This design comes from an exercise in tuning for small area, a short achievable clock period and few clock cycles on the open sky130 flow, not from production work.
Function was checked by simulation only, so behaviour that the tests miss may differ from the original.
Power is estimated from default activity; no workload was simulated.

==> inputs of run F <==
Design solid_solid_drag_coefficient, start of the top module:
module solid_solid_drag_coefficient (
	input  wire logic        clk,
	input  wire logic        arst_n,
	input  wire logic        psel,
	input  wire logic        penable,
	input  wire logic        pwrite,
	input  wire logic [2:0]  paddr,
	input  wire logic [31:0] pwdata,
	output logic      [31:0] prdata,
	output logic             pready,
	input  wire logic        in_valid,
	output logic             in_ready,
	input  wire logic [15:0] alpha_gas,
	input  wire logic [15:0] alpha_first,
	input  wire logic [15:0] alpha_second,
	input  wire logic [15:0] diameter_first,
	input  wire logic [15:0] diameter_second,
	input  wire logic [15:0] density_first,
	input  wire logic [15:0] density_second,
	input  wire logic [15:0] phase_alpha,
	input  wire logic [15:0] phase_diameter,
	input  wire logic        phase_is_solid,
	input  wire logic        last_phase,
	output logic             out_valid,
	input  wire logic        out_ready,
	output logic      [47:0] drag_coeff,
	output logic             saturated
);
export LEC_CHECK = 0
export CAP_MARGIN = 20
export CORE_MARGIN = 2
export CORE_UTILIZATION = 55
export CTS_BUF_LIST = sky130_fd_sc_hd__clkbuf_8 sky130_fd_sc_hd__clkbuf_16
export CTS_CLUSTER_DIAMETER = 45
export CTS_CLUSTER_SIZE = 16
export SETUP_SLACK_MARGIN = 5
export SLEW_MARGIN = 20
create_clock -name core_clock -period 10.0 [get_ports {clk}]
run.sh (not shown) runs the stock make flow with config.mk's settings and CLKGATE_MAP_FILE= SYNTH_SCRIPT=/design/flow/synth_recipe.tcl, a recipe that flattens the netlist after the stock synthesis.
==> run D (differences from run F) <==
CORE_UTILIZATION = 65   (was 55)
CTS_BUF_LIST = not set   (was sky130_fd_sc_hd__clkbuf_8 sky130_fd_sc_hd__clkbuf_16)
CTS_CLUSTER_DIAMETER = not set   (was 45)
CTS_CLUSTER_SIZE = not set   (was 16)
==> run K (differences from run F) <==
--- a/flow/design.v
+++ b/flow/design.v
@@ -367,15 +367,15 @@
 					end
 				end
 				default: pu_q <= PU_IDLE;
 			endcase
 		end
 	end
 	always_ff @(posedge clk) begin
-		if (pu_q == PU_IDLE) begin
+		if (rdy_q) begin
 			prem_q <= '0;
 			pdq_q <= {phase_alpha, 16'd0};
 			pdv_q <= phase_diameter;
 			ag_f <= alpha_gas;
 			a1_f <= alpha_first;
 			a2_f <= alpha_second;
 			d1_f <= diameter_first;
CTS_BUF_LIST = not set   (was sky130_fd_sc_hd__clkbuf_8 sky130_fd_sc_hd__clkbuf_16)
CTS_CLUSTER_DIAMETER = not set   (was 45)
CTS_CLUSTER_SIZE = not set   (was 16)
==> run H (differences from run F) <==
--- a/flow/design.v
+++ b/flow/design.v
@@ -542,15 +542,15 @@
 					MU_PEND: if (pend_ok) mu_q <= MU_IDLE;
 					default: mu_q <= MU_IDLE;
 				endcase
 			end
 		end
 	end
 	logic        v1_q, v2_q;
-	logic        f1_q, f2_q;        
+	logic        f1_q;              
 	logic        w1_q, w2_q;        
 	logic [1:0]  a1_q, a2_q;        
 	logic [63:0] x1_q, y1_q;
 	logic [16:0] z1_q;
 	logic [81:0] s2_q, c2_q;
 	logic [17:0] cin_q;
 	logic [81:0] ps, pc;
@@ -589,23 +589,22 @@
 		y1_q <= yw;
 		z1_q <= zv;
 		f1_q <= u_first;
 		w1_q <= u_dst;
 		a1_q <= u_waddr;
 		s2_q <= ps;
 		c2_q <= pc;
-		f2_q <= f1_q;
 		w2_q <= w1_q;
 		a2_q <= a1_q;
-		cin_q <= wsum[81:64];
+		cin_q <= f1_q ? 18'd0 : wsum[81:64];
 		if (m_end) dsat_q <= kf_q;
 	end
 	ssdc_mac u_mac (.x(x1_q), .z(z1_q), .y(y1_q), .ps(ps), .pc(pc));
 	logic [81:0] ws, wc;
-	ssdc_csa u_wb (.a(s2_q), .b(c2_q), .c({64'd0, (f2_q ? 18'd0 : cin_q)}), .s(ws), .co(wc));
+	ssdc_csa u_wb (.a(s2_q), .b(c2_q), .c({64'd0, cin_q}), .s(ws), .co(wc));
 	assign wsum = ws + wc;
 	genvar gw;
 	generate
 		for (gw = 0; gw < 4; gw++) begin : g_p
 			always_ff @(posedge clk) begin
 				if (v2_q & ~w2_q & (a2_q == gw)) p_q[gw] <= wsum[63:0];
 			end
CORE_UTILIZATION = 65   (was 55)
CTS_BUF_LIST = not set   (was sky130_fd_sc_hd__clkbuf_8 sky130_fd_sc_hd__clkbuf_16)
CTS_CLUSTER_DIAMETER = not set   (was 45)
CTS_CLUSTER_SIZE = not set   (was 16)
==> qor summary <==
| metric | run F | run D | run H | run K |
|---|---|---|---|---|
| Status | timing/DRC/antenna clean | timing/DRC/antenna clean | timing/DRC/antenna clean | timing/DRC/antenna clean |
| Wire length on met1 | 131.3 mm | 116.1 mm | 111.4 mm | 131.3 mm |
| CTS-repair resized insts | 21 | 24 | 33 | 55 |
| Part of the power in registers | 0.422 | 0.460 | 0.452 | 0.457 |
| Fraction of layout cells with a size suffix above 1 | 0.07489 | 0.06525 | 0.06784 | 0.07233 |
| Sw frac | 0.2993 | 0.2859 | 0.2854 | 0.2822 |
| Path length in cells of the critical path | 14 | 14 | 14 | 15 |
| Area fraction in compound gates after synthesis | 0.1674 | 0.1674 | 0.1697 | 0.1693 |
| Depth of the worst register-to-register path | 14 | 14 | 14 | 15 |
| Global-route wire length before repair | 469.8 mm | 456.5 mm | 452.2 mm | 474.4 mm |
| GR met3 Demand/Resource | 0.05645 | 0.09186 | 0.1027 | 0.06756 |
| Sw power | 5.432 mW | 4.745 mW | 4.848 mW | 4.708 mW |
| Number of filler cells placed in the layout | 14,450 | 10,720 | 10,570 | 14,600 |
| Vertical die dimension | 424.0 um | 390.3 um | 388.1 um | 423.9 um |
| Startpoint of the most critical setup path | u_div.dvs[0]$_DFFE_PN_ | u_div.dvs[0]$_DFFE_PN_ | u_div.dvs[40]$_DFFE_PN_ | f2_q$_DFF_P_ |
Testbench counts of run F, summed over its fixed seeds: cycles 18,867.
Testbench counts of run D, summed over its fixed seeds: cycles 18,867.
Testbench counts of run K, summed over its fixed seeds: cycles 18,867.
Testbench counts of run H, summed over its fixed seeds: cycles 18,867.

[what the ideal ports hide]
Ports are ideal in the flow. The routed layouts listed here were re-timed in OpenROAD.
Step 1 assumes that a clkbuf_16 drives the clock port and a buf_2 every other input.
Step 2 also shifts input and output timing later by t, the mid clock arrival at the registers, as if the neighbouring blocks saw the same clock.
Slacks: no drivers / after step 1 / after step 2; pairs: no drivers / after step 1.
| run | t (ns) | slack for setup (ns) | pins driven straight from the clock port |
|---|---|---|---|
| run F | 0.923 | 5.005 / 5.005 / 5.005 | 1 |
| run D | 0.887 | 4.936 / 4.936 / 4.936 | 1 |
| run K | 0.923 | 5.037 / 5.037 / 5.037 | 1 |
| run H | 0.894 | 4.965 / 4.965 / 4.965 | 1 |
After both steps setup and hold are still met in every run listed.
